This design comes from an exercise in tuning for small area, a short achievable clock period and few clock cycles per item on the open sky130 flow, not from production work. The RTL was checked by simulation tests, not by an equivalence proof against the original design.

==> design.v <==
package fft_pkg;
  localparam int ROUND_TRUNC  = 0;
  localparam int ROUND_HALFUP = 1;
  localparam int SAT_WRAP     = 0;
  localparam int SAT_CLAMP    = 1;
  localparam int FX_MAX_WL = 32;
  localparam int FX_SUM_W  = 2*FX_MAX_WL + 2;
  typedef logic signed [FX_SUM_W-1:0] fx_sum_t;
  typedef logic [FX_MAX_WL:0]         fx_res_t;
  function automatic fx_res_t fx_rescale(input fx_sum_t sum, input int wl,
                                         input int rnd, input int sat);
    fx_sum_t biased;
    fx_sum_t shifted;
    fx_sum_t vmax;
    fx_sum_t vmin;
    fx_sum_t val;
    logic    ovf;
    fx_res_t res;
    int      k;
    biased = sum;
    if (rnd == ROUND_HALFUP)
      biased = sum + (fx_sum_t'(1) <<< (wl-2));
    shifted = biased >>> (wl-1);
    vmax    = (fx_sum_t'(1) <<< (wl-1)) - fx_sum_t'(1);
    vmin    = -(fx_sum_t'(1) <<< (wl-1));
    ovf     = (shifted > vmax) || (shifted < vmin);
    val     = shifted;
    if ((sat == SAT_CLAMP) && ovf)
      val = (shifted > vmax) ? vmax : vmin;
    res = '0;
    res[FX_MAX_WL] = ovf;
    for (k = 0; k < FX_MAX_WL; k = k + 1)
      if (k < wl) res[k] = val[k];
    fx_rescale = res;
  endfunction
endpackage
module cmult_rescale
#(
  parameter int WL    = 16,
  parameter int ROUND = fft_pkg::ROUND_HALFUP,
  parameter int SAT   = fft_pkg::SAT_CLAMP
) (
  input  logic signed [2*WL:0]  i_sum,
  output logic signed [WL-1:0]  o_val,
  output logic                  o_ovf
);
  fft_pkg::fx_sum_t w_sum;
  assign w_sum = fft_pkg::fx_sum_t'(i_sum);
  assign o_val = WL'(fft_pkg::fx_rescale(w_sum, WL, ROUND, SAT));
  assign o_ovf = 1'(fft_pkg::fx_rescale(w_sum, WL, ROUND, SAT) >> fft_pkg::FX_MAX_WL);
endmodule
module complex_mult_pipe
#(
  parameter int WL    = 16,
  parameter int ROUND = fft_pkg::ROUND_HALFUP,
  parameter int SAT   = fft_pkg::SAT_CLAMP
) (
  input  logic                 clk,
  input  logic                 rst,
  input  logic                 in_valid,
  output logic                 in_ready,
  input  logic signed [WL-1:0] a_r,
  input  logic signed [WL-1:0] a_i,
  input  logic signed [WL-1:0] b_r,
  input  logic signed [WL-1:0] b_i,
  input  logic                 conj_b,
  output logic                 out_valid,
  input  logic                 out_ready,
  output logic signed [WL-1:0] out_r,
  output logic signed [WL-1:0] out_i,
  output logic                 out_ovf
);
  logic w_en;
  logic r_vld_p1;
  logic r_vld_p2;
  logic r_vld_p3;
  logic signed [WL-1:0]   r_ar_p1, r_ai_p1, r_br_p1, r_bi_p1;
  logic                   r_conj_p1;
  logic signed [2*WL-1:0] r_rr_p2, r_ii_p2, r_ri_p2, r_ir_p2;
  logic                   r_conj_p2;
  logic signed [2*WL:0]   r_re_p3, r_im_p3;
  logic signed [2*WL-1:0] w_ar_x, w_ai_x, w_br_x, w_bi_x;
  logic signed [2*WL:0]   w_rr_x, w_ii_x, w_ri_x, w_ir_x;
  logic signed [WL-1:0]   w_re_q, w_im_q;
  logic                   w_re_ovf, w_im_ovf;
  assign w_en     = out_ready || !out_valid;
  assign in_ready = w_en;
  always_ff @(posedge clk) begin
    if (rst) begin
      r_vld_p1  <= 1'b0;
      r_vld_p2  <= 1'b0;
      r_vld_p3  <= 1'b0;
      out_valid <= 1'b0;
      out_r     <= '0;
      out_i     <= '0;
      out_ovf   <= 1'b0;
    end else if (w_en) begin
      r_vld_p1  <= in_valid;
      r_vld_p2  <= r_vld_p1;
      r_vld_p3  <= r_vld_p2;
      out_valid <= r_vld_p3;
      out_r     <= w_re_q;
      out_i     <= w_im_q;
      out_ovf   <= w_re_ovf | w_im_ovf;
    end
  end
  always_ff @(posedge clk) begin
    if (w_en) begin
      r_ar_p1   <= a_r;
      r_ai_p1   <= a_i;
      r_br_p1   <= b_r;
      r_bi_p1   <= b_i;
      r_conj_p1 <= conj_b;
    end
  end
  assign w_ar_x = $signed({{WL{r_ar_p1[WL-1]}}, r_ar_p1});
  assign w_ai_x = $signed({{WL{r_ai_p1[WL-1]}}, r_ai_p1});
  assign w_br_x = $signed({{WL{r_br_p1[WL-1]}}, r_br_p1});
  assign w_bi_x = $signed({{WL{r_bi_p1[WL-1]}}, r_bi_p1});
  always_ff @(posedge clk) begin
    if (w_en) begin
      r_rr_p2   <= w_ar_x * w_br_x;
      r_ii_p2   <= w_ai_x * w_bi_x;
      r_ri_p2   <= w_ar_x * w_bi_x;
      r_ir_p2   <= w_ai_x * w_br_x;
      r_conj_p2 <= r_conj_p1;
    end
  end
  assign w_rr_x = $signed({r_rr_p2[2*WL-1], r_rr_p2});
  assign w_ii_x = $signed({r_ii_p2[2*WL-1], r_ii_p2});
  assign w_ri_x = $signed({r_ri_p2[2*WL-1], r_ri_p2});
  assign w_ir_x = $signed({r_ir_p2[2*WL-1], r_ir_p2});
  always_ff @(posedge clk) begin
    if (w_en) begin
      if (r_conj_p2) begin
        r_re_p3 <= w_rr_x + w_ii_x;
        r_im_p3 <= w_ir_x - w_ri_x;
      end else begin
        r_re_p3 <= w_rr_x - w_ii_x;
        r_im_p3 <= w_ri_x + w_ir_x;
      end
    end
  end
  cmult_rescale #(.WL(WL), .ROUND(ROUND), .SAT(SAT)) u_rescale_re (
    .i_sum (r_re_p3),
    .o_val (w_re_q),
    .o_ovf (w_re_ovf)
  );
  cmult_rescale #(.WL(WL), .ROUND(ROUND), .SAT(SAT)) u_rescale_im (
    .i_sum (r_im_p3),
    .o_val (w_im_q),
    .o_ovf (w_im_ovf)
  );
endmodule
==> run.sh <==
#!/bin/bash
# synth_recipe.tcl (not shown) runs the flow's synth.tcl, then flattens the netlist and writes it again
# the make line also repeats each setting of config.mk as NAME=value (left out here)
make -C /OpenROAD-flow-scripts/flow DESIGN_CONFIG=/design/flow/config.mk WORK_HOME=/design/flow/orfs CLKGATE_MAP_FILE= SYNTH_SCRIPT=/design/flow/synth_recipe.tcl finish
==> config.mk <==
export PLATFORM = sky130hd
export DESIGN_NAME = complex_mult_pipe
export DESIGN_NICKNAME = complex_mult_pipe
export VERILOG_FILES = /design/flow/design.v
export SDC_FILE = /design/flow/constraint.sdc
export NUM_CORES = 4
export LEC_CHECK = 0
export CAP_MARGIN = 20
export CORE_MARGIN = 2
export CORE_UTILIZATION = 40
export SLEW_MARGIN = 20
==> constraint.sdc <==
create_clock -name core_clock -period 8.0 [get_ports {clk}]
set_input_delay 1.6000 -clock core_clock [delete_from_list [all_inputs] [get_ports {clk}]]
set_output_delay 1.6000 -clock core_clock [all_outputs]
set_load 0.01 [all_outputs]
==> run summary <==
area by class of cell:
cell class	instances	area, sq um
antenna	2	5.00
clock buffer	54	1140
clock inverter	23	275
fill	12300	71700
inverter	1174	4410
multi-input combinational	3666	38700
sequential	269	7710
tap	1662	2080
timing repair buffer	206	1830
metal layers:
layer | GRT usage | up-vias | part of all wire
met4 | 0.0629 | 4 | 0.034
met2 | 0.331 | 838 | 0.47
met3 | 0.0293 | 128 | 0.055
li1 | - | 16200 | -
met1 | 0.285 | 18200 | 0.44
met5 | 0 | - | 0.00018
state kept, by name, summed over array words and instances (netlist names):
name	cells
out_i	16
out_ovf	1
out_r	16
out_valid	1
r_ai_p1	16
r_ar_p1	16
r_bi_p1	16
r_br_p1	16
r_conj_p1	1
r_conj_p2	1
r_ii_p2	32
r_im_p3	19
r_ir_p2	32
r_re_p3	19
r_ri_p2	32
r_rr_p2	32
r_vld_p1	1
r_vld_p2	1
r_vld_p3	1
synthesized netlist by cell type (all sizes together), types with 4 or more instances:
cell type  instances
o211ai             4
and4               6
and3b              6
or2                9
a211o              6
clkbuf           200
a221o              4
a21oi            159
and2             508
xor2              81
inv             1174
nor2b             25
a211oi            28
nand3             35
nand2b            31
edfxtp           232
o22ai             16
dfxtp             37
o21a              27
nor2             195
o31ai              8
nor4              10
or3               14
and3              19
nand4             17
buf               14
nor3b              7
a31oi             13
a221oi             4
nor3              43
a21boi             4
fa              1048
o21bai            26
nand2            561
o21ai             77
a21o              60
ha               394
xnor2            180
worst max-delay path, cell delays in order, from the launching register on:
cell and delay (ns):
edfxtp_1 1.09, nand2_1 0.23, fa_1 0.56, fa_1 0.52
fa_1 0.51, inv_1 0.05, fa_1 0.50, fa_1 0.49
inv_1 0.05, fa_1 0.47, inv_1 0.04, ha_1 0.48
nand2_1 0.08, o21ai_0 0.38, a211oi_1 0.14, or2_2 0.37
a31oi_1 0.18, buf_4 0.15, o31ai_1 0.11, o31ai_1 0.33
o21ai_0 0.13, nand2b_1 0.09, xor2_1 0.06
layout by cell type, fill, tap and decap left out, types with 19 or more instances in the layout:
cell,n
nor3_1,41
nor2_1,195
o21bai_1,26
nand2_1,561
clkdlybuf4s50_1,103
a21o_1,59
clkbuf_16,43
inv_1,1173
o21ai_0,71
edfxtp_1,232
ha_1,394
and3_1,19
a21oi_1,155
o21a_1,27
xnor2_1,180
and2_1,507
nand2b_1,31
nand3_1,35
xor2_1,81
dfxtp_1,37
nor2b_1,25
a211oi_1,28
fa_1,1048
buf_4,101
per-stage QoR:
stage | worst slack, ns | utilization | hold slack, ns | std cells | cell area (sq um)
floorplan | 1.09 | - | 0.400 | 5323 | 51600
global placement | 0.890 | 0.428 | 0.428 | 6977 | 54700
detailed placement | 0.832 | 0.428 | 0.415 | 6977 | 54700
CTS | 0.795 | 0.439 | 0.454 | 7054 | 56100
global route | 0.322 | 0.439 | 0.460 | 7054 | 56100
finish | 0.709 | 0.439 | 0.452 | 7056 | 56100
logic make-up (layout without fill, tap and decap cells):
family / after synthesis / after routing / share of synthesized area
AO/OA/AOI/OAI: 468 / 468 / 0.0588
XOR/XNOR: 261 / 261 / 0.0443
adder cells (fa/ha/maj): 1442 / 1442 / 0.502
buffers and inverters: 1388 / 1457 / 0.101
flip-flops: 269 / 269 / 0.149
multiplexers: 4 / 4 / 0.000800
other: 0 / 2 / 0
AND/OR/NAND/NOR: 1491 / 1491 / 0.144
worst max path at each step:
| stage | to | cells past startpoint | slack [ns] | start |
|---|---|---|---|---|
| global placement | r_ri_p2[31] | 22 | 0.89 | r_bi_p1[2] |
| global route | r_ir_p2[31] | 20 | 0.32 | r_ai_p1[15] |
| finish | r_ii_p2[30] | 22 | 0.71 | r_bi_p1[2] |
| floorplan | in_ready | 4 | 1.09 | out_ready |
| detailed placement | r_ir_p2[31] | 20 | 0.83 | r_ai_p1[15] |
| CTS | r_ir_p2[31] | 20 | 0.79 | r_ai_p1[15] |
==> results.json <==
{
  "track_usage": 0.205,
  "hold_violations": 0,
  "syn_area_per_cell_sq_um": 9.70,
  "first_global_vias": 37300,
  "post_cts_buffers": 0,
  "reg2reg_depth": 22,
  "yosysWarnings": 2,
  "cts.path.max_buffers": 3,
  "antenna_left": 0,
  "dieArea_sq_mm": 0.132,
  "worstReg2RegStart": "r_bi_p1[2]",
  "critPathMaxFanout": 24,
  "ys_seq_elements": 269,
  "syn_inst": 5323,
  "initial_utilization": 0.404,
  "cts_resized": 0,
  "worst_slew_pin_slew_ns": 1.15,
  "slew_headroom": 0.233,
  "globalRouteOverflowTotal": 0,
  "syn-num-nets": 6834,
  "rsz0062_at_grt": "false",
  "synthTopCellsByArea": "fa_1, edfxtp_1, ha_1",
  "cts_root_buffer": "clkbuf_16",
  "rows": 131,
  "core-area_sq_mm": 0.128,
  "clk_latency_ns": 0.62,
  "path_class": "reg -> reg",
  "holdBufCountCts": 0,
  "path_clk_slew_ns": 0.05,
  "die_y_microns": 363,
  "cts.sinks": 269,
  "min_delay_worst_endpoint": "out_r[15]",
  "dp_hpwl_microns": 107000,
  "grt_max_degree": 120,
  "gp_congestion": 0.906,
  "antenna_found_initial": 12,
  "ys.flop_type": "edfxtp_1",
  "end_kind": "flip-flop",
  "drtIter0Drc": 2210,
  "die_x_microns": 363,
  "reg2reg_to": "r_ii_p2[30]",
  "cts_tree": "built",
  "ios": 104,
  "wl_per_cell_microns": 18.3,
  "period_minus_slack_ns": 7.29,
  "hp-class": "reg -> reg",
  "layout.nets": 6870,
  "regToRegSetupSlack_ns": 0.71,
  "vias": 35400,
  "cts_max_level": 2,
  "io_buffers": 103,
  "slew_violations": 0,
  "min-delay-start": "out_r[15]",
  "drc": 0,
  "yosysSeqAreaShare": 0.149,
  "yosysUniqueCellTypes": 77,
  "drt-vias-per-instance": 5.01,
  "drive_above_1_share": 0.0386,
  "status": "finished clean",
  "yosysTopAreaCell": "fa_1",
  "critPathRequiredTime_ns": 8.35,
  "cts_made_buffers": 42,
  "synthArstFlopShare": 0,
  "dr.pass1.iters": 5,
  "area_delta_synth_final_pct": 8.76,
  "start_kind": "flip-flop",
  "synth-edff-count": 232,
  "skew_ns": 0.0237,
  "yosysTopAreaCellShare": 0.406,
  "fin_tns_setup_ns": 0,
  "grt_pass1_wl_microns": 210000,
  "worstPathArrival_ns": 7.64,
  "setup_viol": 0,
  "max_clock_freq_mhz": 137,
  "fin_crit_sh": 0.911,
  "worstHoldPathCells": 2,
  "cap_violations": 0,
  "synthesis.area_sq_mm": 0.0516,
  "wl_microns": 129000
}
Testbench counts, summed over its fixed seeds: cycles 4,128, items 4,096.

## re-timing with driven ports
In the flow no input, the clock included, has a driving cell. The finished layout below was timed again as built, in two steps. Step 1 (the two cells are an assumption about what drives the block):
set clk [get_ports {clk}]
set_driving_cell -lib_cell sky130_fd_sc_hd__clkbuf_16 $clk
set_driving_cell -lib_cell sky130_fd_sc_hd__buf_2 [delete_from_list [all_inputs] $clk]
Step 2 adds t to the input delays and takes it off the output delays; t is the mean of the earliest and latest rising clock arrival at the registers after step 1. Input paths then give back, and output paths get back, about the clock's delay inside the block. Three values: no drivers, after step 1, after step 2; two values: the first two.
shift t [ns]: 0.682
setup slack, ns: 0.709 / 0.709 / 0.709
clock arrival spread, ns: 0.026 / 0.027
pins driven straight from the clock port: 1
After both steps setup and hold are still met in this run. The setup slack of this run moves by 0.000 ns with the drivers and by 0.000 ns with both steps.
